What follows belongs to an exercise in optimizing a design on an open flow for a short achievable clock period and few clock cycles per item; a production flow would make more cautious choices.
Function was checked by simulation only, so behaviour that the tests miss may differ from the original.
Power and IR drop assume default switching activity.

[design.v]
`timescale 1ns/10ps
`default_nettype none
module xbus_filter_cache #(
    parameter int NB = 2
) (
    input  logic              clk,
    input  logic              arst_n,
    input  logic [65:0]       in_pkt,
    input  logic [7:0]        pad_value,
    input  logic [NB*9-1:0]   take,
    input  logic [NB-1:0]     release_bank,
    output logic [NB*9-1:0]   rdy,
    output logic [NB*144-1:0] data,
    output logic              prog_full
);
    localparam int NK = 9;
    localparam int NS = NB * NK;
    localparam int Q = 4;
    localparam logic [1:0] TAG_HEAD = 2'd1;
    logic [80:0]   h_word1h;
    logic [17:0]   h_lane;
    logic [8:0]    h_pad;
    logic          in_vld;
    logic          in_head;
    logic          inwin;
    logic [3:0]    nbody;
    logic          at7;
    logic          at8;
    logic          na_busy;
    logic [NB-1:0] na;
    logic [NB-1:0] cb;
    logic [NB-1:0] busy;
    logic [8:0]    pk1h [0:NK-1];
    logic [1:0]    lane_r [0:NK-1];
    logic [15:0]   lane_vec [0:NK-1];
    logic [NS-1:0] fill;
    logic [NS-1:0] clear;
    logic [NS-1:0] set_rdy;
    xbus_filter_cmd_gen xbus_filter_cmd_gen_inst (
        .win_x  (in_pkt[15:0]),
        .win_y  (in_pkt[31:16]),
        .word1h (h_word1h),
        .lane   (h_lane),
        .pad    (h_pad)
    );
    assign in_vld = in_pkt[65:64] != 2'd0;
    assign in_head = !inwin && in_pkt[65:64] == TAG_HEAD;
    assign at7 = inwin && nbody == 4'd7;
    assign at8 = inwin && nbody == 4'd8;
    assign na_busy = |(busy & na);
    always_ff @(posedge clk or negedge arst_n) begin
        if (!arst_n) begin
            inwin <= 1'b0;
            nbody <= '0;
            na <= NB'(1);
            cb <= '0;
            prog_full <= 1'b0;
            for (int k = 0; k < NK; k++) begin
                pk1h[k] <= '0;
            end
        end else begin
            if (!inwin) begin
                for (int k = 0; k < NK; k++) begin
                    pk1h[k] <= h_word1h[k*9 +: 9];
                end
            end else if (in_vld) begin
                for (int k = 0; k < NK; k++) begin
                    pk1h[k] <= pk1h[k] >> 1;
                end
            end
            if (in_head) begin
                inwin <= 1'b1;
                nbody <= '0;
                na <= {na[NB-2:0], na[NB-1]};
                cb <= na;
            end else if (inwin && in_vld) begin
                nbody <= nbody + 4'd1;
                if (at8) inwin <= 1'b0;
            end
            prog_full <= na_busy
                && ((!inwin && !in_head) || at8 || (at7 && in_vld));
        end
    end
    always_ff @(posedge clk) begin
        if (!inwin) begin
            for (int k = 0; k < NK; k++) begin
                lane_r[k] <= h_lane[k*2 +: 2];
            end
        end
    end
    always_comb begin
        for (int k = 0; k < NK; k++) begin
            lane_vec[k] = {in_pkt[(Q + lane_r[k]) * 8 +: 8], in_pkt[lane_r[k] * 8 +: 8]};
        end
        for (int b = 0; b < NB; b++) begin
            for (int k = 0; k < NK; k++) begin
                fill[b*NK+k] = inwin ? (cb[b] && pk1h[k][0]) : (na[b] && !busy[b]);
                set_rdy[b*NK+k] = inwin ? (in_vld && cb[b] && pk1h[k][0])
                                        : (in_head && na[b] && h_pad[k]);
            end
        end
    end
    always_ff @(posedge clk) begin
        for (int i = 0; i < NS; i++) begin
            if (fill[i]) begin
                data[i*16 +: 16] <= inwin ? lane_vec[i % NK] : {pad_value, pad_value};
            end
        end
    end
    always_ff @(posedge clk or negedge arst_n) begin
        if (!arst_n) begin
            rdy <= '0;
            busy <= '0;
        end else begin
            rdy <= set_rdy | (rdy & ~take);
            for (int b = 0; b < NB; b++) begin
                if (in_head && na[b]) begin
                    busy[b] <= 1'b1;
                end else if (release_bank[b]) begin
                    busy[b] <= 1'b0;
                end
            end
        end
    end
endmodule
`default_nettype wire
`timescale 1ns/10ps
`default_nettype none
module xbus_filter_cmd_gen (
    input  logic [15:0] win_x,
    input  logic [15:0] win_y,
    output logic [80:0] word1h,
    output logic [17:0] lane,
    output logic [8:0]  pad
);
    localparam int IMG_H = 6;
    localparam int IMG_W = 6;
    localparam int PAD_U = 1;
    localparam int PAD_L = 1;
    logic [IMG_H-1:0] row1h [0:2];
    logic [IMG_W-1:0] col1h [0:2];
    always_comb begin
        for (int i = 0; i < 3; i++) begin
            for (int r = 0; r < IMG_H; r++) begin
                row1h[i][r] = win_y == 16'(r + PAD_U - i);
            end
            for (int c = 0; c < IMG_W; c++) begin
                col1h[i][c] = win_x == 16'(c + PAD_L - i);
            end
        end
        for (int kh = 0; kh < 3; kh++) begin
            for (int kw = 0; kw < 3; kw++) begin
                logic       row0;
                logic [1:0] col2;
                row0 = (kh == 1) ? win_y[0] : !win_y[0];
                case (kw)
                    0: col2 = {win_x[1] ~^ win_x[0], !win_x[0]};
                    1: col2 = win_x[1:0];
                    default: col2 = {win_x[1] ^ win_x[0], !win_x[0]};
                endcase
                pad[kh*3+kw] = !(|row1h[kh] && |col1h[kw]);
                lane[(kh*3+kw)*2 +: 2] = {row0 ^ col2[1], col2[0]};
                for (int j = 0; j < 9; j++) begin
                    logic hit;
                    hit = 1'b0;
                    for (int r = 0; r < IMG_H; r++) begin
                        for (int c = 0; c < IMG_W; c++) begin
                            if ((r * IMG_W + c) / 4 == j) begin
                                hit = hit || (row1h[kh][r] && col1h[kw][c]);
                            end
                        end
                    end
                    word1h[(kh*3+kw)*9+j] = hit;
                end
            end
        end
    end
endmodule
`default_nettype wire
`timescale 1ns/10ps
`default_nettype none
module xbus_filter_exec #(
    parameter int NB = 2
) (
    input  logic             clk,
    input  logic             arst_n,
    input  logic [NB*9-1:0]  rdy,
    input  logic [NB*144-1:0] data,
    output logic [NB*9-1:0]  take,
    output logic [NB-1:0]    release_bank,
    output logic             vec_wr_en,
    output logic [15:0]      vec_din,
    input  logic             vec_full
);
    localparam int NK = 9;
    localparam int NS = NB * NK;
    logic [NS-1:0] sel;
    logic          vf_q;
    logic          issue;
    logic [15:0]   rd_data;
    assign take = vf_q ? '0 : sel;
    assign issue = |(take & rdy);
    always_comb begin
        for (int b = 0; b < NB; b++) begin
            release_bank[b] = issue && sel[b*NK+NK-1];
        end
        rd_data = '0;
        for (int i = 0; i < NS; i++) begin
            rd_data = rd_data | (data[i*16 +: 16] & {16{sel[i]}});
        end
    end
    always_ff @(posedge clk or negedge arst_n) begin
        if (!arst_n) begin
            sel <= NS'(1);
            vf_q <= 1'b1;
            vec_wr_en <= 1'b0;
        end else begin
            vf_q <= vec_full;
            if (issue) begin
                sel <= {sel[NS-2:0], sel[NS-1]};
            end
            vec_wr_en <= issue;
        end
    end
    always_ff @(posedge clk) begin
        vec_din <= rd_data;
    end
endmodule
`default_nettype wire
`timescale 1ns/10ps
`default_nettype none
module xbus_filter (
    input  logic        clk,
    input  logic        arst_n,
    input  logic [65:0] in_pkt,
    input  logic [7:0]  pad_value,
    output logic        vec_wr_en,
    output logic [15:0] vec_din,
    input  logic        vec_full,
    output logic        cache_full
);
    localparam int NB = 2;
    logic [NB*9-1:0] rdy;
    logic [NB*144-1:0] data;
    logic [NB*9-1:0] take;
    logic [NB-1:0]   release_bank;
    xbus_filter_cache #(.NB(NB)) xbus_filter_cache_inst (
        .clk          (clk),
        .arst_n       (arst_n),
        .in_pkt       (in_pkt),
        .pad_value    (pad_value),
        .take         (take),
        .release_bank (release_bank),
        .rdy          (rdy),
        .data         (data),
        .prog_full    (cache_full)
    );
    xbus_filter_exec #(.NB(NB)) xbus_filter_exec_inst (
        .clk          (clk),
        .arst_n       (arst_n),
        .rdy          (rdy),
        .data         (data),
        .take         (take),
        .release_bank (release_bank),
        .vec_wr_en    (vec_wr_en),
        .vec_din      (vec_din),
        .vec_full     (vec_full)
    );
endmodule
`default_nettype wire
[flow/run.sh]
#!/bin/bash
# The standard layout, with the port buffers made plain buffers (buf_4
# rather than the delay buffers ORFS picks) and the resizer free to swap a
# cell for one of another footprint, so it can size the port buffers too.
set -euo pipefail
bash standard.sh \
    "BUFFER_PORTS_ARGS=-buffer_cell sky130_fd_sc_hd__buf_4" \
    MATCH_CELL_FOOTPRINT=0 \
    finish > standard.log 2>&1
[standard.sh]
#!/bin/bash
# synth_recipe.tcl (not shown) runs the flow's synth.tcl, then flattens the netlist and writes it again
# the make line also repeats each setting of config.mk as NAME=value (left out here)
make -C /OpenROAD-flow-scripts/flow DESIGN_CONFIG=/design/flow/config.mk WORK_HOME=/design/flow/orfs CLKGATE_MAP_FILE= SYNTH_SCRIPT=/design/flow/synth_recipe.tcl "${@:-finish}"
[config.mk]
export PLATFORM = sky130hd
export DESIGN_NAME = xbus_filter
export DESIGN_NICKNAME = xbus_filter
export VERILOG_FILES = /design/flow/design.v
export SDC_FILE = /design/flow/constraint.sdc
export NUM_CORES = 4
export LEC_CHECK = 0
export CAP_MARGIN = 20
export CORE_MARGIN = 2
export CORE_UTILIZATION = 55
export SETUP_SLACK_MARGIN = 2.8
export SLEW_MARGIN = 20
export TNS_END_PERCENT = 20
[constraint.sdc]
create_clock -name core_clock -period 4.5 [get_ports {clk}]
set_input_delay 0.9000 -clock core_clock [delete_from_list [all_inputs] [get_ports {clk}]]
set_output_delay 0.9000 -clock core_clock [all_outputs]
set_load 0.01 [all_outputs]
==> impl_metrics.toml, run 1 <==
[power]
ir_drop_uv = 346.8
power_leakage_uw = 0.009050
powerDensity_nw_per_um2 = 462.8

[route]
num_vias = 15370
met1_length_um = 26980
met3WireLength_um = 8600
ant_nets = 0
drc = 0
wl_per_cell_um = 29.04
top_layer = "met4"
wl_um = 67140
first_pass_iters = 5
wl_met2_um = 29650
routed_via_density = 6.650
first_iter_violations = 1808

[timing]
rsz0062_at_grt = "true"
final_max_slew_viol_count = 0
finClkSkew_ps = 32.35
fin_crit_ps = 2492
setup_violations = 0
clock.fmax_mhz = 401.2
finalCritPeriodShare_pct = 55.38
worst_slew_pin_slew_ps = 1182
slew_headroom_pct = 20.40
tns_ps = 0
timing_hold_violations_final = 0

[logic_synthesis]
synth_edf_count = 296
synth_compound_area_share_pct = 17.62
synth-simple-area-share_pct = 9.590
yosys.area.top_type = "edfxtp_1"
synth_ff_type = "edfxtp_1"
synth_top_family_by_area = "compound AO/OA/AOI/OAI gates"
seq_area_frac_synth_pct = 63.82
synthMuxAreaShare_pct = 5.407
synth_xor_area_share_pct = 0.1345
synth_top_area_share_pct = 45.51
synthAdderAreaFrac_pct = 0.3844
syn-num-nets = 1745
netlist_instances = 1662
yosys.cell_types.count = 52
ys_warn_count = 8
synthArstFlopShare_pct = 29.41
ys_ff_latch = 442
synth_area_per_cell_um2 = 11.75
yosys-top-cells-area = "edfxtp_1 46%, dfrtp_1 16%, o21ai_0 7.3%"
netlist_area_um2 = 19530

[floorplanning]
start_util_pct = 55.31
coreArea_um2 = 35310
die-area_um2 = 37040
num_rows = 69
die_y_um = 192.4
dieWidth_um = 192.4
boundaryPins = 95

[critical_path]
worstSetupStartpointType = "primary input"
cp.arrival_ps = 3010
path_class = "in2reg"
required_ps = 5010
cp-end-kind = "register"
critPathMaxFanout = 6

[final_layout]
num-nets-final = 1896
fill_cells = 2574
regArea_um2 = 12470
layout_commonest_cell = "edfxtp_1"
layout_common_cells = "296 x edfxtp_1, 215 x o21ai_0, 179 x nand2_1"
drive_gt1_share_pct = 27.95
post-route-util_pct = 69.10
multi_input_area_um2 = 7522
areaGrowthSynthToFinish_pct = 24.93

[clocking]
clockBufferDepth = 3
tritoncts = "built"
clk_latency_ps = 600
ctsHoldBuffers = 0
htreeDepth = 2
cts_buffers = 46
cts_sinks = 442
cts_root_buf = "clkbuf_16"
cts.clk_slew.worst_paths_ps = 60

[global_routing]
overflow = 0
antenna_found_initial = 2
grt_pass1_wl_um = 95500
grt_pass1_vias = 14430
grtUsageTotal_pct = 36.26
grt_max_degree = 91

[worst_hold_path]
hold_path_class = "in2async"

[placed_design]
port_buffers = 94
place_congestion = 0.8998
hpwl_um = 40550

[job]
maxCapViolCount = 0

[status]
status = "finished clean"
==> state kept, by name, summed over array words and instances (netlist names), 2 cells and up <==
register / flops
xbus_filter_cache_inst.busy: 2
xbus_filter_cache_inst.cb: 2
xbus_filter_cache_inst.data: 288
xbus_filter_cache_inst.lane_r: 8
xbus_filter_cache_inst.nbody: 4
xbus_filter_cache_inst.pk1h: 81
xbus_filter_cache_inst.rdy: 18
xbus_filter_exec_inst.sel: 18
xbus_filter_exec_inst.vec_din: 16
==> layer usage <==
| layer | up-vias | GRT usage, % |
|---|---|---|
| met1 | 7588 | 52.01 |
| li1 | 6645 | - |
| met3 | 148 | 11.24 |
| met2 | 993 | 53.49 |
| met4 | 0 | 10.19 |
| met5 | - | 0 |
==> through the flow <==
| stage | worst slack, ps | hold slack [ps] | area, um^2 | power, uW | instances |
|---|---|---|---|---|---|
| final | 2008 | 382.0 | 24400 | 11290 | 2312 |
| after global routing | 1986 | 401.8 | 24400 | 11680 | 2311 |
| after CTS | 1977 | 398.7 | 23310 | 10880 | 2273 |
| after detailed placement | 1164 | 452.7 | 20790 | 7003 | 2128 |
| after global placement | 1039 | 451.0 | 20780 | 6957 | 2128 |
| after floorplan | 1668 | 433.4 | 19730 | 6280 | 1662 |
==> Yosys cell counts, drive strengths merged (3+ instances only) <==
cell    instances
inv            30
nand3          11
a22o           52
a22oi          57
nand2         201
a21o           21
mux2           36
dfrtp         127
mux2i          65
nand2b          5
buf            22
nor4            9
a21oi          52
dfstp           3
a31oi           4
nand4          45
clkbuf        103
o21ai         283
edfxtp        296
nor2           63
or4             8
and2            6
or3             6
dfxtp          16
ha              6
a221oi         53
nor3           23
and3           18
o22ai          17
==> worst paths after layout <==
| kind | start | endpoint | slack, ps | cells past startpoint |
|---|---|---|---|---|
| max reg2reg | xbus_filter_cache_inst.na[0]$_DFFE_PN1P_ | xbus_filter_cache_inst.data[39]$_DFFE_PP_ | 2090 | 3 |
| max in group asynchronous | arst_n | xbus_filter_cache_inst.pk1h[7][8]$_DFFE_PN0P_ | 3230 | 2 |
| max | in_pkt[28] | xbus_filter_cache_inst.pk1h[8][2]$_DFFE_PN0P_ | 2010 | 7 |
| min reg2reg | xbus_filter_cache_inst.pk1h[6][8]$_DFFE_PN0P_ | xbus_filter_cache_inst.pk1h[6][8]$_DFFE_PN0P_ | 460 | 2 |
| min in group core_clock | vec_full | xbus_filter_exec_inst.vf_q$_DFF_PN1_ | 420 | 1 |
| min | arst_n | xbus_filter_cache_inst.pk1h[6][8]$_DFFE_PN0P_ | 380 | 1 |
==> repair_timing <==
action	CTS	global route
gates cloned	4	4
resized for setup	99	222
endpoints found under the setup margin	732	739
setup buffers	56	34
pin swaps	25	38
==> worst max-delay path: stages <==
cell,delay [ps]
buf_6,90
or4_4,540
or4_4,510
buf_6,160
or4_4,490
nand2b_4,180
a21oi_2,120
==> kinds of logic (layout without fill, tap and decap cells) <==
logic type               after synthesis  after routing
AO/OA/AOI/OAI                        554            554
adder cells (fa/ha/maj)                6              6
flip-flops                           442            442
AND/OR/NAND/NOR                      400            402
XOR/XNOR                               3              3
buffers and inverters                156            342
multiplexers                         101            101
other                                  0              1
==> layout make-up <==
| type | count | area share, % |
|---|---|---|
| antenna | 1 | 0.01026 |
| sequential | 442 | 51.12 |
| tap | 461 | 2.364 |
| clock buffer | 59 | 5.082 |
| clock inverter | 26 | 1.097 |
| inverter | 31 | 0.5436 |
| multi-input combinational | 1066 | 30.83 |
| timing repair buffer | 226 | 8.953 |
==> power by group <==
group          total, uW  switching (uW)  leakage [uW]  internal (uW)
Clock               3860            1620      0.000743           2240
Sequential          5200             248       0.00442           4950
Combinational       2240            1470       0.00389            765
Total              11300            3340       0.00905           7950
Testbench counts, summed over its fixed seeds: cycles 3,894, windows 384.
==> run 2: changes to the inputs <==
--- a/design.v
+++ b/design.v
@@ -19,7 +19,9 @@
     localparam logic [1:0] TAG_HEAD = 2'd1;
     logic [80:0]   h_word1h;
     logic [17:0]   h_lane;
-    logic [8:0]    h_pad;
+    logic [8:0]    h_inimg;
+    logic [8:0]    inimg;
+    logic          head_q;
     logic          in_vld;
     logic          in_head;
     logic          inwin;
@@ -41,7 +43,7 @@
         .win_y  (in_pkt[31:16]),
         .word1h (h_word1h),
         .lane   (h_lane),
-        .pad    (h_pad)
+        .inimg (h_inimg)
     );
     assign in_vld = in_pkt[65:64] != 2'd0;
     assign in_head = !inwin && in_pkt[65:64] == TAG_HEAD;
@@ -55,6 +57,7 @@
             na <= NB'(1);
             cb <= '0;
             prog_full <= 1'b0;
+            head_q <= 1'b0;
             for (int k = 0; k < NK; k++) begin
                 pk1h[k] <= '0;
             end
@@ -68,6 +71,7 @@
                     pk1h[k] <= pk1h[k] >> 1;
                 end
             end
+            head_q <= in_head;
             if (in_head) begin
                 inwin <= 1'b1;
                 nbody <= '0;
@@ -86,6 +90,7 @@
             for (int k = 0; k < NK; k++) begin
                 lane_r[k] <= h_lane[k*2 +: 2];
             end
+            inimg <= h_inimg;
         end
     end
     always_comb begin
@@ -94,9 +99,10 @@
         end
         for (int b = 0; b < NB; b++) begin
             for (int k = 0; k < NK; k++) begin
-                fill[b*NK+k] = inwin ? (cb[b] && pk1h[k][0]) : (na[b] && !busy[b]);
-                set_rdy[b*NK+k] = inwin ? (in_vld && cb[b] && pk1h[k][0])
-                                        : (in_head && na[b] && h_pad[k]);
+                fill[b*NK+k] = inwin ? (cb[b] && inimg[k] && pk1h[k][0])
+                                     : (na[b] && !busy[b]);
+                set_rdy[b*NK+k] = cb[b] && (inimg[k] ? (inwin && in_vld && pk1h[k][0])
+                                                      : head_q);
             end
         end
     end
@@ -129,23 +135,29 @@
 module xbus_filter_cmd_gen (
     input  logic [15:0] win_x,
     input  logic [15:0] win_y,
+    output logic [8:0]  inimg,
     output logic [80:0] word1h,
-    output logic [17:0] lane,
-    output logic [8:0]  pad
+    output logic [17:0] lane
 );
     localparam int IMG_H = 6;
     localparam int IMG_W = 6;
     localparam int PAD_U = 1;
     localparam int PAD_L = 1;
+    logic [2:0] row_ok;
+    logic [2:0] col_ok;
     logic [IMG_H-1:0] row1h [0:2];
     logic [IMG_W-1:0] col1h [0:2];
     always_comb begin
         for (int i = 0; i < 3; i++) begin
+            row_ok[i] = 1'b0;
+            col_ok[i] = 1'b0;
             for (int r = 0; r < IMG_H; r++) begin
-                row1h[i][r] = win_y == 16'(r + PAD_U - i);
+                row_ok[i] = row_ok[i] || win_y == 16'(r + PAD_U - i);
+                row1h[i][r] = win_y[2:0] == 3'(r + PAD_U - i);
             end
             for (int c = 0; c < IMG_W; c++) begin
-                col1h[i][c] = win_x == 16'(c + PAD_L - i);
+                col_ok[i] = col_ok[i] || win_x == 16'(c + PAD_L - i);
+                col1h[i][c] = win_x[2:0] == 3'(c + PAD_L - i);
             end
         end
         for (int kh = 0; kh < 3; kh++) begin
@@ -158,7 +170,7 @@
                     1: col2 = win_x[1:0];
                     default: col2 = {win_x[1] ^ win_x[0], !win_x[0]};
                 endcase
-                pad[kh*3+kw] = !(|row1h[kh] && |col1h[kw]);
+                inimg[kh*3+kw] = row_ok[kh] && col_ok[kw];
                 lane[(kh*3+kw)*2 +: 2] = {row0 ^ col2[1], col2[0]};
                 for (int j = 0; j < 9; j++) begin
                     logic hit;
==> impl_metrics.toml, run 2 <==
[placed_design]
hpwl_um = 39360
place_congestion = 0.8812
dp.cells = 2087
port_buffers = 94

[floorplanning]
die-area_um2 = 37720
coreArea_um2 = 35570
dieWidth_um = 194.2
num_rows = 69
start_util_pct = 55.95
boundaryPins = 95
die_y_um = 194.2

[logic_synthesis]
synth_top_area_share_pct = 46.02
ys_ff_latch = 452
netlist_instances = 1619
yosys.area.top_type = "edfxtp_1"
synth_area_per_cell_um2 = 12.29
synth_most_common_cell = "edfxtp_1"
synth_ff_type = "edfxtp_1"
netlist_area_um2 = 19900
ys_warn_count = 8
seq_area_frac_synth_pct = 64.12
synth_edf_count = 305
synth_common_cells = "305 x edfxtp_1, 251 x o21ai_0, 190 x nand2_1"
syn-num-nets = 1702
yosys-top-cells-area = "edfxtp_1 46%, dfrtp_1 16%, o21ai_0 6.3%"
yosys.cell_types.count = 65
synthArstFlopShare_pct = 28.98

[route]
wl_um = 71170
ant_nets = 0
first_pass_iters = 8
routed_via_density = 6.915
drc = 0
first_iter_violations = 2007
wl_per_cell_um = 30.96
num_vias = 15900

[timing]
hold_ws_ps = 180.7
setup_violations = 0
tns_ps = 0
timing_hold_violations_final = 0
slew_headroom_pct = 46.24
worst_slew_pin_slew_ps = 806.4
fin_crit_ps = 1978
rsz0062_at_grt = "true"
finClkSkew_ps = 20.19
clock.fmax_mhz = 505.7
final_max_slew_viol_count = 0
finalCritPeriodShare_pct = 43.95

[final_layout]
regMostFlops = "xbus_filter_cache_inst.data"
layout_commonest_cell = "edfxtp_1"
areaGrowthSynthToFinish_pct = 26.40
layout_common_cells = "305 x edfxtp_1, 182 x buf_4, 180 x o21ai_0"
drive_gt1_share_pct = 28.63
layoutNonFillerInstCount = 2299
largest_reg_flops = 288
post-route-util_pct = 70.72
fill_cells = 2478
largest_registers = "xbus_filter_cache_inst.data x288, xbus_filter_cache_inst.pk1h x81"
num-nets-final = 1883

[critical_path]
critPathMaxFanout = 7
cp-end-kind = "register"
worstSetupStartpointType = "primary input"
required_ps = 4970
path_class = "in2reg"
cp.arrival_ps = 2450

[clocking]
cts_root_buf = "clkbuf_16"
htreeDepth = 2
cts_buffers = 48
ctsHoldBuffers = 0
tritoncts = "built"
clockBufferDepth = 3
cts_sinks = 452
clk_latency_ps = 590
cts.clk_slew.worst_paths_ps = 60

[global_routing]
antenna_found_initial = 2
grtUsageTotal_pct = 36.18
grt_max_degree = 108
grt_pass1_wl_um = 99480
overflow = 0
grt_pass1_vias = 14610

[power]
ir_drop_uv = 405.9
p_total_uw = 12240
powerDensity_nw_per_um2 = 486.6
power_leakage_uw = 0.009354

[job]
maxCapViolCount = 0

[worst_hold_path]
hold_path_class = "in2async"

[status]
status = "finished clean"
-- run 2: critical path, cell delays in order --
cell and delay [ps]:
buf_12 100, clkinvlp_4 140, ha_4 210, or3_4 370, mux2_4 380, a221oi_2 260
nor2_1 70
-- run 2: cell type report --
type	count	area (um^2)	area share, %
diodes	1	2.502	0.009948
flip-flops and latches	452	12770	50.77
repair buffers	256	2619	10.41
well taps	461	576.8	2.293
clock buffers	70	1395	5.546
inverters	19	95.09	0.3780
multi-input cells	1023	7553	30.03
clock inverters	17	142.6	0.5670
-- run 2: kinds of logic after synthesis --
kind of cell,share of synthesized area [%]
AO/OA/AOI/OAI,17.70
flip-flops,64.12
AND/OR/NAND/NOR,8.154
buffers and inverters,3.169
multiplexers,6.306
adder cells (fa/ha/maj),0.3772
XOR/XNOR,0.1761
-- run 2: report_power, final --
part           switching [uW]  internal (uW)  total (uW)
logic                    1900           1060        2950
clock network            1620           2260        3880
registers                 244           5160        5410
-- run 2: through the flow --
| step | worst slack, ps | cell area, um^2 |
|---|---|---|
| final | 2522 | 25160 |
| after global routing | 2479 | 25150 |
| after CTS | 2513 | 23880 |
| after detailed placement | 1442 | 21160 |
| after global placement | 1585 | 21160 |
| after floorplan | 2132 | 20060 |
-- run 2: path summary, 6_finish.rpt --
| path | from | endpoint | slack, ps | depth (start not counted) |
|---|---|---|---|---|
| min in group core_clock | vec_full | xbus_filter_exec_inst.vf_q$_DFF_PN1_ | 430 | 1 |
| max in group asynchronous | arst_n | xbus_filter_cache_inst.pk1h[2][8]$_DFFE_PN0P_ | 3300 | 3 |
| setup reg to reg | xbus_filter_cache_inst.inwin$_DFFE_PN0P_ | xbus_filter_cache_inst.data[225]$_DFFE_PP_ | 2530 | 6 |
| hold / removal | arst_n | xbus_filter_cache_inst.pk1h[1][2]$_DFFE_PN0P_ | 180 | 1 |
| setup / recovery | in_pkt[0] | xbus_filter_cache_inst.pk1h[0][6]$_DFFE_PN0P_ | 2520 | 7 |
| hold reg to reg | xbus_filter_cache_inst.data[284]$_DFFE_PP_ | xbus_filter_exec_inst.vec_din[12]$_DFF_P_ | 490 | 2 |
-- run 2: what timing repair did --
| item | in CTS | in global routing |
|---|---|---|
| resized for setup | 87 | 191 |
| setup endpoints to repair | 749 | 729 |
| buffers inserted | 58 | 51 |
| pin swaps | 13 | 31 |
| gates cloned | 10 | 4 |
-- run 2: per-layer routing --
| metal | GRT usage (%) | up-vias | share of wire, % |
|---|---|---|---|
| met3 | 8.158 | 215 | 13 |
| met2 | 55.63 | 1163 | 46 |
| met4 | 13.95 | 2 | 4.3 |
| met5 | 0 | - | 0.014 |
| met1 | 50.53 | 7901 | 37 |
| li1 | - | 6617 | - |
Testbench counts of run 2, summed over its fixed seeds: cycles 3,894, windows 384.
==> run 3: changes to the inputs <==
==> run.sh (new file) <==
#!/bin/bash
# synth_recipe.tcl (not shown) runs the flow's synth.tcl, then flattens the netlist and writes it again
# the make line also repeats each setting of config.mk as NAME=value (left out here)
make -C /OpenROAD-flow-scripts/flow DESIGN_CONFIG=/design/flow/config.mk WORK_HOME=/design/flow/orfs CLKGATE_MAP_FILE= SYNTH_SCRIPT=/design/flow/synth_recipe.tcl finish
removed: flow/run.sh
removed: standard.sh
==> impl_metrics.toml, run 3 <==
[final_layout]
areaGrowthSynthToFinish_pct = 26.41
layout_commonest_cell = "edfxtp_1"
largest_registers = "xbus_filter_cache_inst.data x288, xbus_filter_cache_inst.pk1h x81"
drive_gt1_share_pct = 24.77
regMostFlops = "xbus_filter_cache_inst.data"
n_antenna_cell = 0
layout_common_cells = "305 x edfxtp_1, 185 x o21ai_0, 178 x nand2_1"
post-route-util_pct = 70.73
largest_reg_flops = 288
layoutNonFillerInstCount = 2278
num-nets-final = 1862

[job]
maxCapViolCount = 0

[power]
powerDensity_nw_per_um2 = 474.5
ir_drop_uv = 352.4
p_total_uw = 11940
power_leakage_uw = 0.009307

[critical_path]
worst_path_dominant_cell_family = "flip-flops"
critPathSlowestCell = "dfxtp_4"
required_ps = 3600
worstSetupStartpointType = "register"
path_class = "reg2out"
crit_buf_inv = 1
max_stage_delay_ps = 390
r2r_end = "xbus_filter_exec_inst.sel[7]$_DFFE_PN0N_"
critPathMaxFanout = 1
worst_r2r_startpoint = "xbus_filter_exec_inst.sel[9]$_DFFE_PN0N_"
crit_chain = "buf_6"
r2r_cells = 5
ff2ff_setup_slack_ps = 2550
cp-end-kind = "output port"
cp.arrival_ps = 1060

[floorplanning]
coreArea_um2 = 35570
num_rows = 69
start_util_pct = 55.95
dieWidth_um = 194.2
die-area_um2 = 37720
boundaryPins = 95
die_y_um = 194.2

[placed_design]
port_buffers = 94
place_congestion = 0.8464
dp.cells = 2091
hpwl_um = 38350

[logic_synthesis]
ys_ff_latch = 452
yosys.cell_types.count = 65
synth_top_area_share_pct = 46.02
ys_warn_count = 8
netlist_instances = 1619
synth_edf_count = 305
synth_ff_type = "edfxtp_1"
synth_area_per_cell_um2 = 12.29
syn-num-nets = 1702
synth_common_cells = "305 x edfxtp_1, 251 x o21ai_0, 190 x nand2_1"
synthArstFlopShare_pct = 28.98
yosys-top-cells-area = "edfxtp_1 46%, dfrtp_1 16%, o21ai_0 6.3%"
yosys.area.top_type = "edfxtp_1"
seq_area_frac_synth_pct = 64.12
netlist_area_um2 = 19900
synth_most_common_cell = "edfxtp_1"

[timing]
finalCritPeriodShare_pct = 43.63
hold_ws_ps = 465.1
timing_hold_violations_final = 0
slew_headroom_pct = 30.58
tns_ps = 0
final_max_slew_viol_count = 0
rsz0062_at_grt = "true"
finClkSkew_ps = 13.86
worst_slew_pin_slew_ps = 1037
setup_violations = 0
clock.fmax_mhz = 509.3
fin_crit_ps = 1963

[worst_hold_path]
hold_path_class = "in2async"

[route]
routed_via_density = 6.834
drc = 0
wl_um = 70030
first_pass_iters = 6
first_iter_violations = 1988
ant_nets = 0
num_vias = 15570
wl_per_cell_um = 30.74

[global_routing]
overflow = 0
grt_max_degree = 113
antenna_found_initial = 0
grt_busiest_layer = "met2"
use_met1_pct = 50.56
met3_usage_pct = 6.227
use_met2_pct = 56.86
grt_pass1_wl_um = 99500
grtUsageTotal_pct = 36.04
grt_pass1_vias = 14820

[clocking]
htreeDepth = 2
clockBufferDepth = 3
ctsHoldBuffers = 0
tritoncts = "built"
cts.clk_slew.worst_paths_ps = 60
cts_sinks = 452
cts_root_buf = "clkbuf_16"
clk_latency_ps = 570
cts_buffers = 47

[status]
status = "finished clean"
run 3: cell types whose count changed in the layout (fill, tap and decap cells not counted), moves of 5 or more:
cell,delta
buf_4,-101
clkdlybuf4s50_1,+40
dlygate4sd2_1,+16
buf_2,+15
mux2_4,+10
buf_6,-9
clkdlybuf4s15_2,+8
dfxtp_1,-8
mux2_2,-8
dfxtp_2,+7
buf_12,+6
o21ai_0,+5
run 3: kinds of logic after synthesis:
group	synth area share, %
AO/OA/AOI/OAI	17.70
buffers and inverters	3.169
flip-flops	64.12
adder cells (fa/ha/maj)	0.3772
XOR/XNOR	0.1761
AND/OR/NAND/NOR	8.154
multiplexers	6.306
run 3: how the worst max path moves through the flow:
stage / cells past startpoint / slack (ps) / start / to
floorplan: 7 / 2130 / in_pkt[0] / xbus_filter_cache_inst.pk1h[0][3]$_DFFE_PN0P_
finish: 1 / 2540 / xbus_filter_exec_inst.vec_din[1]$_DFF_P_ / vec_din[1]
global placement: 7 / 1010 / in_pkt[0] / xbus_filter_cache_inst.pk1h[2][0]$_DFFE_PN0P_
detailed placement: 7 / 950 / in_pkt[0] / xbus_filter_cache_inst.pk1h[8][6]$_DFFE_PN0P_
CTS: 1 / 2530 / xbus_filter_cache_inst.prog_full$_DFF_PN0_ / cache_full
global route: 5 / 2500 / xbus_filter_exec_inst.sel[9]$_DFFE_PN0N_ / xbus_filter_exec_inst.sel[7]$_DFFE_PN0N_
run 3: cell type report:
class                           count  area [um^2]
Inverter                           19        105.1
Clock inverter                     17        113.9
Timing Repair Buffer              235         2669
Tap cell                          461        576.8
Clock buffer                       70         1376
Fill cell                        2475        10410
Sequential cell                   452        12790
Multi-Input combinational cell   1023         7521
Timing Repair inverter              1        8.758
run 3: through the flow:
stage	area (um^2)	setup WS, ps
after global routing	25160	2503
final	25160	2537
after global placement	21450	1005
after floorplan	20060	2132
after CTS	24480	2525
after detailed placement	21450	945.1
run 3: timing repair:
| action | 4_1_cts | 5_1_grt |
|---|---|---|
| setup endpoints to repair | 738 | 658 |
| cloned | 12 | 4 |
| gates resized for setup | 327 | 119 |
| buffers inserted | 66 | 18 |
| pin swaps | 47 | 11 |
run 3: power by group:
group | internal, uW | switching (uW)
combinational | 984 | 1770
clock | 2170 | 1620
sequential | 5160 | 225
total | 8320 | 3620
run 3: per-layer routing:
layer	vias to the layer above	share of wire (%)
li1	6584	-
met1	7742	39
met2	1036	46
met3	205	11
met4	0	4.3
met5	-	0
==> run 4: changes to the inputs <==
--- a/design.v
+++ b/design.v
@@ -7,9 +7,8 @@
     input  logic              arst_n,
     input  logic [65:0]       in_pkt,
     input  logic [7:0]        pad_value,
-    input  logic [NB*9-1:0]   take,
     input  logic [NB-1:0]     release_bank,
-    output logic [NB*9-1:0]   rdy,
+    output logic [NB*9-1:0]   set_rdy,
     output logic [NB*144-1:0] data,
     output logic              prog_full
 );
@@ -37,7 +36,6 @@
     logic [15:0]   lane_vec [0:NK-1];
     logic [NS-1:0] fill;
     logic [NS-1:0] clear;
-    logic [NS-1:0] set_rdy;
     xbus_filter_cmd_gen xbus_filter_cmd_gen_inst (
         .win_x  (in_pkt[15:0]),
         .win_y  (in_pkt[31:16]),
@@ -115,10 +113,8 @@
     end
     always_ff @(posedge clk or negedge arst_n) begin
         if (!arst_n) begin
-            rdy <= '0;
             busy <= '0;
         end else begin
-            rdy <= set_rdy | (rdy & ~take);
             for (int b = 0; b < NB; b++) begin
                 if (in_head && na[b]) begin
                     busy[b] <= 1'b1;
@@ -194,24 +190,28 @@
 module xbus_filter_exec #(
     parameter int NB = 2
 ) (
-    input  logic             clk,
-    input  logic             arst_n,
-    input  logic [NB*9-1:0]  rdy,
+    input  logic              clk,
+    input  logic              arst_n,
+    input  logic [NB*9-1:0]   set_rdy,
     input  logic [NB*144-1:0] data,
-    output logic [NB*9-1:0]  take,
-    output logic [NB-1:0]    release_bank,
-    output logic             vec_wr_en,
-    output logic [15:0]      vec_din,
-    input  logic             vec_full
+    output logic [NB-1:0]     release_bank,
+    output logic              vec_wr_en,
+    output logic [15:0]       vec_din,
+    input  logic              vec_full
 );
     localparam int NK = 9;
     localparam int NS = NB * NK;
+    logic [NS-1:0] rdy;
     logic [NS-1:0] sel;
+    logic [NS-1:0] sel_next;
+    logic [NS-1:0] rdy_next;
+    logic [NS-1:0] go;
     logic          vf_q;
     logic          issue;
     logic [15:0]   rd_data;
-    assign take = vf_q ? '0 : sel;
-    assign issue = |(take & rdy);
+    assign issue = |go && !vf_q;
+    assign sel_next = issue ? {sel[NS-2:0], sel[NS-1]} : sel;
+    assign rdy_next = set_rdy | (rdy & ~(go & {NS{!vf_q}}));
     always_comb begin
         for (int b = 0; b < NB; b++) begin
             release_bank[b] = issue && sel[b*NK+NK-1];
@@ -224,13 +224,15 @@
     always_ff @(posedge clk or negedge arst_n) begin
         if (!arst_n) begin
             sel <= NS'(1);
+            rdy <= '0;
+            go <= '0;
             vf_q <= 1'b1;
             vec_wr_en <= 1'b0;
         end else begin
             vf_q <= vec_full;
-            if (issue) begin
-                sel <= {sel[NS-2:0], sel[NS-1]};
-            end
+            sel <= sel_next;
+            rdy <= rdy_next;
+            go <= sel_next & rdy_next;
             vec_wr_en <= issue;
         end
     end
@@ -252,27 +254,24 @@
     output logic        cache_full
 );
     localparam int NB = 2;
-    logic [NB*9-1:0] rdy;
+    logic [NB*9-1:0] set_rdy;
     logic [NB*144-1:0] data;
-    logic [NB*9-1:0] take;
     logic [NB-1:0]   release_bank;
     xbus_filter_cache #(.NB(NB)) xbus_filter_cache_inst (
         .clk          (clk),
         .arst_n       (arst_n),
         .in_pkt       (in_pkt),
         .pad_value    (pad_value),
-        .take         (take),
         .release_bank (release_bank),
-        .rdy          (rdy),
+        .set_rdy      (set_rdy),
         .data         (data),
         .prog_full    (cache_full)
     );
     xbus_filter_exec #(.NB(NB)) xbus_filter_exec_inst (
         .clk          (clk),
         .arst_n       (arst_n),
-        .rdy          (rdy),
+        .set_rdy      (set_rdy),
         .data         (data),
-        .take         (take),
         .release_bank (release_bank),
         .vec_wr_en    (vec_wr_en),
         .vec_din      (vec_din),
--- a/config.mk
+++ b/config.mk
@@ -8,6 +8,6 @@
 export CAP_MARGIN = 20
 export CORE_MARGIN = 2
 export CORE_UTILIZATION = 55
-export SETUP_SLACK_MARGIN = 2.8
+export SETUP_SLACK_MARGIN = 3.0
 export SLEW_MARGIN = 20
 export TNS_END_PERCENT = 20
==> impl_metrics.toml, run 4 <==
[status]
status = "finished clean"

[logic_synthesis]
synthArstFlopShare_pct = 31.70
synth_ff_type = "edfxtp_1"
synth_common_cells = "305 x edfxtp_1, 293 x o21ai_0, 174 x nand2_1"
syn-num-nets = 1780
ys_ff_latch = 470
synth_edf_count = 305
yosys-top-cells-area = "edfxtp_1 44%, dfrtp_1 18%, o21ai_0 7.1%"
ys_warn_count = 8
seq_area_frac_synth_pct = 63.90
yosys.area.top_type = "edfxtp_1"
netlist_instances = 1697
synth_top_area_share_pct = 44.30
yosys.cell_types.count = 63
synth_most_common_cell = "edfxtp_1"
synth_area_per_cell_um2 = 12.18
netlist_area_um2 = 20670

[route]
drc = 0
num_vias = 16870
wl_um = 75250
wl_per_cell_um = 30.75
ant_nets = 0
first_pass_iters = 8
first_iter_violations = 2201
routed_via_density = 6.894

[timing]
finalCritPeriodShare_pct = 44.27
worst_slew_pin_slew_ps = 860.0
setup_violations = 0
timing_hold_violations_final = 0
rsz0062_at_grt = "true"
fin_crit_ps = 1992
tns_ps = 0
clock.fmax_mhz = 501.9
slew_headroom_pct = 42.66
finClkSkew_ps = 38.07
final_max_slew_viol_count = 0
fin_ws_ps = 2508
hold_ws_ps = 414.4

[critical_path]
critPathMaxFanout = 6
path_class = "reg2reg"
cp.arrival_ps = 2290
max_stage_delay_ps = 430
r2r_cells = 9
crit_buf_inv = 5
required_ps = 4800
critPathLaunch = "xbus_filter_cache_inst.lane_r[5][0]$_DFFE_PN_"
worst_r2r_startpoint = "xbus_filter_cache_inst.lane_r[5][0]$_DFFE_PN_"
worstSetupStartpointType = "register"
r2r_end = "xbus_filter_cache_inst.data[129]$_DFFE_PP_"
crit_chain = "buf_6 -> buf_12 -> buf_16 -> buf_12 -> buf_6 -> mux2i_4 -> nand2_2 -> o21ai_2 -> o21ai_2"
worst_path_dominant_cell_family = "buffers and inverters"
ff2ff_setup_slack_ps = 2510
critPathSlowestCell = "edfxtp_1"
cp-end-kind = "register"

[placed_design]
hpwl_um = 39670
place_congestion = 0.8617
dp.cells = 2177
port_buffers = 94
dpl_worst_slack_ps = 934.1

[power]
power_leakage_uw = 0.01033
ir_drop_uv = 415.9
powerDensity_nw_per_um2 = 494.8
p_total_uw = 13690

[floorplanning]
boundaryPins = 95
dieWidth_um = 197.9
start_util_pct = 55.41
coreArea_um2 = 37310
die_y_um = 197.9
die-area_um2 = 39160
num_rows = 71

[global_routing]
use_met1_pct = 52.54
overflow = 0
met3_usage_pct = 9.743
use_met2_pct = 59.30
grt_pass1_vias = 16370
grt_pass1_wl_um = 108000
antenna_found_initial = 2
grt_busiest_layer = "met2"
grtUsageTotal_pct = 38.46
grt_max_degree = 94

[final_layout]
largest_reg_flops = 288
largest_registers = "xbus_filter_cache_inst.data x288, xbus_filter_cache_inst.pk1h x81"
num-nets-final = 2013
layoutNonFillerInstCount = 2447
drive_gt1_share_pct = 33.86
regMostFlops = "xbus_filter_cache_inst.data"
layout_commonest_cell = "edfxtp_1"
layout_common_cells = "305 x edfxtp_1, 157 x nand2_1, 141 x dfrtp_1"
areaGrowthSynthToFinish_pct = 33.85

[job]
maxCapViolCount = 0

[clocking]
tritoncts = "built"
cts_buffers = 49
ctsHoldBuffers = 0
clockBufferDepth = 3
htreeDepth = 2
cts_sinks = 470
clk_latency_ps = 600
cts.clk_slew.worst_paths_ps = 60
cts_root_buf = "clkbuf_16"

[worst_hold_path]
hold_path_class = "in2async"
-- run 4: cell count changes in the layout (fill, tap and decap cells not counted), sizes merged, moves of 11 or more --
cell,change
nand2,-16
o22ai,-33
a22o,-22
dlygate4sd2,-11
buf,+94
dfrtp,+18
a21oi,-34
a22oi,+27
mux2i,-17
or2,+16
a21boi,+36
o21ai,+42
-- run 4: metal layers --
metal / share of wire, % / vias up
li1: - / 7047
met1: 38 / 8396
met2: 45 / 1154
met3: 12 / 271
met4: 4.7 / 2
met5: 0.15 / -
-- run 4: repair_timing --
| action | 4_1_cts | 5_1_grt |
|---|---|---|
| pin swaps | 65 | 19 |
| buffers inserted | 128 | 25 |
| gates resized for setup | 541 | 265 |
| gates cloned | 20 | 3 |
| setup endpoints to repair | 773 | 805 |
-- run 4: worst max path at each step --
stage,cells after the start,endpoint
after detailed placement,7,xbus_filter_cache_inst.pk1h[1][5]$_DFFE_PN0P_
after global placement,7,xbus_filter_cache_inst.pk1h[7][2]$_DFFE_PN0P_
final,9,xbus_filter_cache_inst.data[129]$_DFFE_PP_
after CTS,1,cache_full
after floorplan,8,xbus_filter_cache_inst.pk1h[0][6]$_DFFE_PN0P_
after global routing,9,xbus_filter_cache_inst.data[129]$_DFFE_PP_
-- run 4: power breakdown --
group          switching (uW)  internal, uW  total [uW]
Combinational            2400          1740        4140
Sequential                267          5410        5680
Clock                    1710          2170        3880
-- run 4: kinds of logic after synthesis --
logic type               synth area share [%]
AO/OA/AOI/OAI                           19.06
XOR/XNOR                               0.1695
adder cells (fa/ha/maj)                0.3631
buffers and inverters                   3.105
flip-flops                              63.90
multiplexers                            5.247
AND/OR/NAND/NOR                         8.152
-- run 4: layout make-up --
class	count	area, um^2
sequential	470	13230
antenna	3	7.507
timing repair buffer	314	3732
inverter	22	113.9
tap	474	593.1
multi-input combinational	1073	8478
clock inverter	21	122.6
clock buffer	70	1399
fill	2446	9637
-- run 4: stage by stage --
step | cell area, um^2 | utilization, %
after global placement | 22360 | 59.92
after CTS | 26580 | 71.25
final | 27670 | 74.17
after detailed placement | 22360 | 59.92
after floorplan | 20970 | -
after global routing | 27670 | 74.16
Testbench counts of run 4, summed over its fixed seeds: cycles 3,894, windows 384.
==> run 5: changes to the inputs <==
--- a/config.mk
+++ b/config.mk
@@ -8,6 +8,6 @@
 export CAP_MARGIN = 20
 export CORE_MARGIN = 2
 export CORE_UTILIZATION = 55
-export SETUP_SLACK_MARGIN = 3.0
+export SETUP_SLACK_MARGIN = 2.8
 export SLEW_MARGIN = 20
 export TNS_END_PERCENT = 20
==> impl_metrics.toml, run 5 <==
[status]
status = "finished clean"

[job]
maxCapViolCount = 0

[timing]
fin_ws_ps = 2499
slew_headroom_pct = 38.06
tns_ps = 0
final_max_slew_viol_count = 0
setup_violations = 0
finalCritPeriodShare_pct = 44.46
finClkSkew_ps = 23.37
fin_crit_ps = 2001
timing_hold_violations_final = 0
rsz0062_at_grt = "true"
clock.fmax_mhz = 499.8
worst_slew_pin_slew_ps = 929.1

[clocking]
htreeDepth = 2
cts_root_buf = "clkbuf_16"
tritoncts = "built"
clk_latency_ps = 600
cts_buffers = 49
ctsHoldBuffers = 0
cts_sinks = 470
cts.clk_slew.worst_paths_ps = 60
clockBufferDepth = 3

[floorplanning]
die_y_um = 197.9
dieWidth_um = 197.9
start_util_pct = 55.41
boundaryPins = 95
num_rows = 71
die-area_um2 = 39160
coreArea_um2 = 37310

[power]
power_leakage_uw = 0.009722
powerDensity_nw_per_um2 = 486.4
ir_drop_uv = 330.0
p_total_uw = 12760

[final_layout]
layout_commonest_cell = "edfxtp_1"
num-nets-final = 1970
areaGrowthSynthToFinish_pct = 26.85
regMostFlops = "xbus_filter_cache_inst.data"
n_antenna_cell = 0
largest_reg_flops = 288
multi_input_area_um2 = 7740
drive_gt1_share_pct = 26.27
fill_cells = 2626
post-route-util_pct = 70.29
regArea_um2 = 13230
layout_common_cells = "305 x edfxtp_1, 230 x o21ai_0, 162 x nand2_1"
largest_registers = "xbus_filter_cache_inst.data x288, xbus_filter_cache_inst.pk1h x81"

[logic_synthesis]
netlist_instances = 1697
yosys-top-cells-area = "edfxtp_1 44%, dfrtp_1 18%, o21ai_0 7.1%"
synth_most_common_cell = "edfxtp_1"
synth_ff_type = "edfxtp_1"
yosys.area.top_type = "edfxtp_1"
yosys.cell_types.count = 63
synth_top_area_share_pct = 44.30
synth_area_per_cell_um2 = 12.18
seq_area_frac_synth_pct = 63.90
synth_edf_count = 305
synthArstFlopShare_pct = 31.70
synth_common_cells = "305 x edfxtp_1, 293 x o21ai_0, 174 x nand2_1"
netlist_area_um2 = 20670
ys_warn_count = 8
ys_ff_latch = 470
syn-num-nets = 1780

[global_routing]
grt_pass1_vias = 15070
overflow = 0
grtUsageTotal_pct = 35.07
antenna_found_initial = 0
grt_pass1_wl_um = 98470
grt_max_degree = 114

[critical_path]
critPathMaxFanout = 1
worstSetupStartpointType = "register"
crit_chain = "buf_2"
required_ps = 3600
critPathSlowestCell = "dfrtp_1"
worst_path_dominant_cell_family = "flip-flops"
r2r_end = "xbus_filter_cache_inst.pk1h[0][7]$_DFFE_PN0P_"
r2r_cells = 7
crit_buf_inv = 1
ff2ff_setup_slack_ps = 2600
max_stage_delay_ps = 370
cp-end-kind = "output port"
cp.arrival_ps = 1100
path_class = "reg2out"
worst_r2r_startpoint = "xbus_filter_cache_inst.inwin$_DFFE_PN0P_"

[placed_design]
hpwl_um = 39500
port_buffers = 94
place_congestion = 0.8498
dpl_worst_slack_ps = 880.3

[worst_hold_path]
hold_path_class = "in2async"

[route]
drc = 0
first_iter_violations = 1894
ant_nets = 0
routed_via_density = 6.727
first_pass_iters = 6
num_vias = 16140
wl_per_cell_um = 28.95
wl_um = 69490
==> run 5: cell counts after synthesis <==
No cell type changed its count.
==> run 5: layout make-up <==
cell class	instances	area share, %
sequential	470	50.45
multi-input combinational	1073	29.51
timing repair buffer	270	11.38
clock buffer	65	5.057
tap	474	2.261
clock inverter	25	0.7824
inverter	22	0.5152
timing repair inverter	1	0.04294
==> run 5: how the worst max path moves through the flow <==
stage,endpoint,cells past startpoint,start,slack [ps]
after floorplan,xbus_filter_cache_inst.pk1h[0][6]$_DFFE_PN0P_,8,in_pkt[1],2110
after global placement,xbus_filter_cache_inst.pk1h[7][2]$_DFFE_PN0P_,7,in_pkt[1],960
after detailed placement,xbus_filter_cache_inst.pk1h[1][5]$_DFFE_PN0P_,7,in_pkt[1],880
after CTS,cache_full,1,xbus_filter_cache_inst.prog_full$_DFF_PN0_,2480
after global routing,cache_full,1,xbus_filter_cache_inst.prog_full$_DFF_PN0_,2460
final,cache_full,1,xbus_filter_cache_inst.prog_full$_DFF_PN0_,2500
==> run 5: cells by family (layout without fill, tap and decap cells) <==
group / after synthesis / after routing / synth area share, %
simple gates: 361 / 361 / 8.152
fa+ha+maj: 6 / 6 / 0.3631
compound gates: 599 / 599 / 19.06
xor+xnor: 4 / 4 / 0.1695
flops: 470 / 470 / 63.90
mux: 102 / 103 / 5.247
buf+inv: 155 / 383 / 3.105
==> run 5: through the flow <==
stage	hold slack (ps)	area, um^2	std cells
floorplan	450.2	20920	1697
global placement	465.6	22350	2181
detailed placement	471.1	22350	2181
CTS	484.7	25220	2347
global route	495.5	26230	2400
finish	419.5	26230	2400
==> run 5: power by group <==
group / total, uW / internal (uW) / switching (uW)
Combinational: 3170 / 1200 / 1970
Clock: 3900 / 2200 / 1700
Sequential: 5690 / 5410 / 273
==> run 5: per-layer routing <==
layer | wire length [um] | vias up | global-route usage [%]
li1 | - | 6916 | -
met1 | 27070 | 8091 | 47.79
met2 | 31750 | 969 | 53.82
met3 | 8251 | 168 | 9.964
met4 | 2418 | 0 | 13.09
met5 | 0 | - | 0
==> run 5: what timing repair did <==
item                                   CTS  global route
pin swaps                               44            11
setup buffers                           69            46
gates cloned                             7             7
endpoints found under the hold margin    0             0
setup endpoints to repair              768           738
resized for setup                      312           134
==> run 6: changes to the inputs <==
--- a/config.mk
+++ b/config.mk
@@ -7,7 +7,7 @@
 export LEC_CHECK = 0
 export CAP_MARGIN = 20
 export CORE_MARGIN = 2
-export CORE_UTILIZATION = 55
+export CORE_UTILIZATION = 65
 export SETUP_SLACK_MARGIN = 2.8
 export SLEW_MARGIN = 20
 export TNS_END_PERCENT = 20
==> impl_metrics.toml, run 6 <==
[status]
status = "finished clean"

[timing]
rsz0062_at_grt = "true"
fin_ws_ps = 2547
finClkSkew_ps = 20.85
tns_ps = 0
final_max_slew_viol_count = 0
slew_headroom_pct = 37.74
fin_crit_ps = 1953
worst_slew_pin_slew_ps = 933.8
timing_hold_violations_final = 0
setup_violations = 0
clock.fmax_mhz = 512.0
finalCritPeriodShare_pct = 43.41

[logic_synthesis]
yosys.area.top_type = "edfxtp_1"
synth_ff_type = "edfxtp_1"
netlist_area_um2 = 20670
synthArstFlopShare_pct = 31.70
synth_top_area_share_pct = 44.30
yosys-top-cells-area = "edfxtp_1 44%, dfrtp_1 18%, o21ai_0 7.1%"
ys_ff_latch = 470
synth_common_cells = "305 x edfxtp_1, 293 x o21ai_0, 174 x nand2_1"
seq_area_frac_synth_pct = 63.90
yosys.cell_types.count = 63
netlist_instances = 1697
synth_edf_count = 305
syn-num-nets = 1780
ys_warn_count = 8
synth_area_per_cell_um2 = 12.18
synth_most_common_cell = "edfxtp_1"

[critical_path]
path_class = "reg2out"
critPathLaunch = "xbus_filter_exec_inst.vec_wr_en$_DFF_PN0_"
critPathSlowestCell = "dfrtp_1"
crit_buf_inv = 1
crit_chain = "buf_2"
cp-end-kind = "output port"
cp.arrival_ps = 1050
required_ps = 3600
max_stage_delay_ps = 370
worst_path_dominant_cell_family = "flip-flops"
worst_r2r_startpoint = "xbus_filter_cache_inst.inwin$_DFFE_PN0P_"
critPathMaxFanout = 1
worstSetupStartpointType = "register"

[floorplanning]
coreArea_um2 = 31470
die-area_um2 = 33250
num_rows = 65
start_util_pct = 65.69
dieWidth_um = 182.3
die_y_um = 182.3
boundaryPins = 95

[final_layout]
layout_common_cells = "305 x edfxtp_1, 191 x o21ai_0, 166 x nand2_1"
largest_reg_flops = 288
largest_registers = "xbus_filter_cache_inst.data x288, xbus_filter_cache_inst.pk1h x81"
num-nets-final = 1928
regMostFlops = "xbus_filter_cache_inst.data"
post-route-util_pct = 81.85
fill_cells = 1707
drive_gt1_share_pct = 26.06
layout_commonest_cell = "edfxtp_1"
areaGrowthSynthToFinish_pct = 24.61

[clocking]
cts_buffers = 47
htreeDepth = 2
tritoncts = "built"
cts_sinks = 470
clockBufferDepth = 3
clk_latency_ps = 570
cts_root_buf = "clkbuf_16"
cts.clk_slew.worst_paths_ps = 60

[placed_design]
dpl_worst_slack_ps = 1019
place_congestion = 0.8732
port_buffers = 94
hpwl_um = 37660

[route]
wl_per_cell_um = 30.68
first_pass_iters = 6
wl_um = 70180
ant_nets = 0
drc = 0
first_iter_violations = 2849
routed_via_density = 7.305
num_vias = 16710

[power]
p_seq_share_pct = 44.5
power.switching_uw = 3992
pwr-share-clk_pct = 30.4
powerDensity_nw_per_um2 = 497.6
p_total_uw = 12820
p_int_uw = 8827
power_leakage_uw = 0.009502
p_comb_share_pct = 25.0
p_sw_share_pct = 31.14
ir_drop_uv = 314.0

[global_routing]
grt_pass1_wl_um = 97810
grt_pass1_vias = 15500
overflow = 0
grtUsageTotal_pct = 40.15
grt_max_degree = 102
antenna_found_initial = 2

[worst_hold_path]
hold_path_class = "in2async"

[job]
maxCapViolCount = 0
-- run 6: cell counts after synthesis --
No cell type changed its count.
-- run 6: logic make-up (layout without fill, tap and decap cells) --
| family | Yosys count | in the layout | synth area share (%) |
|---|---|---|---|
| adders and majority gates | 6 | 6 | 0.3631 |
| and+or+nand+nor | 361 | 361 | 8.152 |
| AOI/OAI and AO/OA | 599 | 599 | 19.06 |
| other | 0 | 1 | 0 |
| DFF | 470 | 470 | 63.90 |
| xor gates and xnor gates | 4 | 4 | 0.1695 |
| muxes | 102 | 103 | 5.247 |
| buffers and inverters | 155 | 341 | 3.105 |
-- run 6: worst paths after layout --
path,cells after the start,slack [ps],to
max reg2reg,4,2560,xbus_filter_cache_inst.data[178]$_DFFE_PP_
min reg2reg,2,490,xbus_filter_cache_inst.pk1h[3][8]$_DFFE_PN0P_
min,1,460,xbus_filter_exec_inst.sel[10]$_DFF_PN0_
min in group core_clock,2,490,xbus_filter_cache_inst.pk1h[3][8]$_DFFE_PN0P_
max,1,2550,vec_wr_en
max in group asynchronous,2,3130,xbus_filter_cache_inst.pk1h[8][6]$_DFFE_PN0P_
-- run 6: cell type report --
class	instances	area [um^2]	area share (%)
well taps	402	503.0	1.952
flip-flops and latches	470	13220	51.32
multi-input cells	1073	7894	30.64
inverters	22	122.6	0.4760
repair buffers	231	2481	9.631
clock inverters	23	202.7	0.7868
diodes	1	2.502	0.009713
clock buffers	65	1336	5.187
-- run 6: per-layer routing --
metal	vias up	track usage (%)	wire (um)
met1	8109	53.95	24540
met2	1415	64.11	32180
met3	320	10.78	10130
met5	-	1.778	133
met4	6	13.48	3194
li1	6856	-	-
-- run 6: power groups by stage --
stage / clock (uW) / combinational (uW) / sequential [uW]
after global placement: 0 / 2170 / 5770
after floorplan: 0 / 1640 / 5640
after CTS: 3890 / 2580 / 5670
final: 3900 / 3210 / 5710
after detailed placement: 0 / 2260 / 5790
after global routing: 4070 / 3410 / 5720
-- run 6: per-stage QoR --
| step | hold slack, ps | cell area [um^2] | cells |
|---|---|---|---|
| 6_report | 464.0 | 25760 | 2287 |
| 4_1_cts | 480.9 | 24850 | 2256 |
| 5_1_grt | 509.3 | 25760 | 2286 |
| 2_1_floorplan | 450.2 | 20920 | 1697 |
| 3_3_place_gp | 462.5 | 22230 | 2106 |
| 3_5_place_dp | 470.1 | 22230 | 2106 |
-- run 6: repair_timing --
item | 4_1_cts | 5_1_grt
pin swaps | 47 | 20
buffers inserted | 59 | 20
endpoints found under the setup margin | 764 | 721
hold buffers | 0 | 0
cloned | 3 | 10
resized for setup | 297 | 197
==> run 7: changes to the inputs <==
==> flow/run.sh (new file) <==
#!/bin/bash
# The standard layout, with clock tree synthesis clustering the flip-flops
# into groups of at most 20 within 60 um and balancing buffer levels.
set -euo pipefail
bash standard.sh \
    "CTS_ARGS=-sink_clustering_enable -repair_clock_nets -sink_clustering_size 20 -sink_clustering_max_diameter 60 -balance_levels" \
    finish > standard.log 2>&1
==> standard.sh (new file) <==
#!/bin/bash
# synth_recipe.tcl (not shown) runs the flow's synth.tcl, then flattens the netlist and writes it again
# the make line also repeats each setting of config.mk as NAME=value (left out here)
make -C /OpenROAD-flow-scripts/flow DESIGN_CONFIG=/design/flow/config.mk WORK_HOME=/design/flow/orfs CLKGATE_MAP_FILE= SYNTH_SCRIPT=/design/flow/synth_recipe.tcl "${@:-finish}"
--- a/config.mk
+++ b/config.mk
@@ -7,7 +7,7 @@
 export LEC_CHECK = 0
 export CAP_MARGIN = 20
 export CORE_MARGIN = 2
-export CORE_UTILIZATION = 65
+export CORE_UTILIZATION = 55
 export SETUP_SLACK_MARGIN = 2.8
 export SLEW_MARGIN = 20
 export TNS_END_PERCENT = 20
removed: run.sh
==> impl_metrics.toml, run 7 <==
[timing]
fin_crit_ps = 1974
rsz0062_at_grt = "true"
final_max_slew_viol_count = 0
finClkSkew_ps = 18.28
finalCritPeriodShare_pct = 43.87
setup_violations = 0
clock.fmax_mhz = 506.5
slew_headroom_pct = 38.81
timing_hold_violations_final = 0
worst_slew_pin_slew_ps = 917.9
tns_ps = 0
fin_ws_ps = 2526

[logic_synthesis]
synthArstFlopShare_pct = 31.70
synth_top_area_share_pct = 44.30
yosys.area.top_type = "edfxtp_1"
yosys-top-cells-area = "edfxtp_1 44%, dfrtp_1 18%, o21ai_0 7.1%"
yosys.cell_types.count = 63
synth_area_per_cell_um2 = 12.18
ys_warn_count = 8
synth_most_common_cell = "edfxtp_1"
synth_common_cells = "305 x edfxtp_1, 293 x o21ai_0, 174 x nand2_1"
seq_area_frac_synth_pct = 63.90
synth_edf_count = 305
ys_ff_latch = 470
syn-num-nets = 1780
synth_ff_type = "edfxtp_1"
netlist_area_um2 = 20670
netlist_instances = 1697

[critical_path]
r2r_end = "xbus_filter_cache_inst.data[266]$_DFFE_PP_"
cp-end-kind = "output port"
path_class = "reg2out"
r2r_cells = 5
required_ps = 3600
worst_r2r_startpoint = "xbus_filter_cache_inst.inwin$_DFFE_PN0P_"
crit_buf_inv = 1
worstSetupStartpointType = "register"
worst_path_dominant_cell_family = "flip-flops"
max_stage_delay_ps = 370
critPathSlowestCell = "dfrtp_1"
ff2ff_setup_slack_ps = 2650
crit_chain = "buf_2"
critPathMaxFanout = 1
cp.arrival_ps = 1070

[job]
maxCapViolCount = 0

[global_routing]
grtUsageTotal_pct = 34.65
antenna_found_initial = 1
grt_pass1_vias = 14950
grt_pass1_wl_um = 97460
grt_max_degree = 114
overflow = 0

[final_layout]
areaGrowthSynthToFinish_pct = 25.67
regArea_um2 = 13240
regMostFlops = "xbus_filter_cache_inst.data"
fill_cells = 2619
largest_registers = "xbus_filter_cache_inst.data x288, xbus_filter_cache_inst.pk1h x81"
layout_common_cells = "305 x edfxtp_1, 219 x o21ai_0, 164 x nand2_1"
drive_gt1_share_pct = 27.11
num-nets-final = 1953
layout_commonest_cell = "edfxtp_1"
multi_input_area_um2 = 7807
largest_reg_flops = 288

[clocking]
clk_latency_ps = 580
clockBufferDepth = 3
cts_sinks = 470
ctsHoldBuffers = 0
htreeDepth = 2
tritoncts = "built"
cts_root_buf = "clkbuf_16"
cts_buffers = 38
cts.clk_slew.worst_paths_ps = 80

[route]
first_pass_iters = 7
routed_via_density = 6.729
wl_um = 68830
ant_nets = 0
first_iter_violations = 1709
num_vias = 15980
drc = 0
wl_per_cell_um = 28.98

[power]
power_leakage_uw = 0.009562
powerDensity_nw_per_um2 = 478.7
power.switching_uw = 3930
p_seq_share_pct = 45.6
p_sw_share_pct = 31.60
pwr-share-clk_pct = 29.6
p_comb_share_pct = 24.8
p_int_uw = 8506
ir_drop_uv = 296.7

[placed_design]
port_buffers = 94
hpwl_um = 39500
place_congestion = 0.8498
dpl_worst_slack_ps = 880.3

[floorplanning]
coreArea_um2 = 37310
die_y_um = 197.9
boundaryPins = 95
die-area_um2 = 39160
dieWidth_um = 197.9
num_rows = 71
start_util_pct = 55.41

[status]
status = "finished clean"

[worst_hold_path]
hold_path_class = "in2async"
==> run 7: worst max path at each step <==
stage	from	end	slack, ps	cells past startpoint
2_1_floorplan	in_pkt[1]	xbus_filter_cache_inst.pk1h[0][6]$_DFFE_PN0P_	2110	8
3_3_place_gp	in_pkt[1]	xbus_filter_cache_inst.pk1h[7][2]$_DFFE_PN0P_	960	7
5_1_grt	xbus_filter_cache_inst.prog_full$_DFF_PN0_	cache_full	2490	1
4_1_cts	xbus_filter_cache_inst.prog_full$_DFF_PN0_	cache_full	2500	1
6_report	xbus_filter_cache_inst.prog_full$_DFF_PN0_	cache_full	2530	1
3_5_place_dp	in_pkt[1]	xbus_filter_cache_inst.pk1h[1][5]$_DFFE_PN0P_	880	7
==> run 7: cell families after synthesis <==
family / Yosys count / synth area share (%)
flip-flops: 470 / 63.90
XOR/XNOR: 4 / 0.1695
multiplexers: 102 / 5.247
AO/OA/AOI/OAI: 599 / 19.06
AND/OR/NAND/NOR: 361 / 8.152
adder cells (fa/ha/maj): 6 / 0.3631
buffers and inverters: 155 / 3.105
==> run 7: what timing repair did <==
item,4_1_cts,5_1_grt
pin swaps,41,26
setup buffers,63,48
resized for setup,317,179
setup endpoints to repair,772,714
cloned,5,7
==> run 7: metal layers <==
layer  vias to the layer above  global-route usage (%)  part of all wire, %
met2                       920                   53.81                   46
li1                       6883                       -                    -
met3                       188                   8.874                   11
met1                      7989                   47.57                   39
met5                         -                       0                0.025
met4                         2                   12.31                  3.5
==> run 7: worst reg2reg max path, delay by kind of cell, from the launching register on <==
family          cells  cell delay, ps
compound gates      1             300
buf+inv             3             490
flops               1             530
simple gates        1             280
==> run 7: area by class of cell <==
| class | count | area share [%] |
|---|---|---|
| repair buffers | 264 | 10.82 |
| repair inverters | 1 | 0.03371 |
| well taps | 474 | 2.283 |
| multi-input cells | 1073 | 30.05 |
| clock buffers | 47 | 4.195 |
| diodes | 1 | 0.009632 |
| flip-flops and latches | 470 | 50.94 |
| inverters | 22 | 0.5201 |
| clock inverters | 23 | 1.146 |
==> run 7: power by group through the flow <==
stage | clock, uW | sequential, uW | combinational [uW]
after floorplan | 0 | 5640 | 1640
after detailed placement | 0 | 5780 | 2330
after global routing | 3880 | 5710 | 3340
after global placement | 0 | 5780 | 2270
after CTS | 3720 | 5660 | 2810
final | 3690 | 5670 | 3080
==> run 7: per-stage QoR <==
stage                     cell area, um^2  utilization [%]  instances  hold WS [ps]  total power [uW]
after global placement              22350            59.89       2181         465.6              8046
after global routing                25980            69.63       2374         508.2             12930
after CTS                           24910            66.75       2319         489.2             12180
final                               25980            69.63       2375         459.3             12440
after detailed placement            22350            59.89       2181         471.1              8113
after floorplan                     20920                -       1697         450.2              7279

-- port drivers added, routing unchanged --
The flow's constraints put no driver on any port. The routed layouts listed below were extracted and timed again, unchanged, in two steps.
Step 1, drivers: a clkbuf_16 drives clk and a buf_2 each remaining input, both assumed.
Step 2 also shifts input and output timing later by t, the mid clock arrival at the registers, as if the neighbouring blocks saw the same clock.
a / b / c = no drivers / after step 1 / after step 2; a / b = the first two.
run | t (ns) | setup slack, ns | hold WS [ns] | worst data-port slew with drivers (ns)
run 1 | 0.639 | 2.008 / 2.029 / 1.391 | 0.382 / 0.368 / 0.461 | 0.05
run 2 | 0.645 | 2.522 / 2.474 / 1.875 | 0.181 / 0.157 / 0.489 | 0.06
run 3 | 0.615 | 2.537 / 2.481 / 2.010 | 0.465 / 0.446 / 0.484 | 0.06
run 4 | 0.641 | 2.508 / 2.476 / 1.960 | 0.414 / 0.396 / 0.484 | 0.07
run 5 | 0.649 | 2.499 / 2.441 / 1.951 | 0.419 / 0.398 / 0.480 | 0.07
run 6 | 0.611 | 2.547 / 2.492 / 1.978 | 0.464 / 0.449 / 0.485 | 0.06
run 7 | 0.624 | 2.526 / 2.469 / 1.978 | 0.459 / 0.440 / 0.484 | 0.07
After both steps setup and hold are still met in every run listed. For run 2, which loses most, drivers alone change the setup slack by -0.048 ns; drivers and shift together by -0.647 ns.
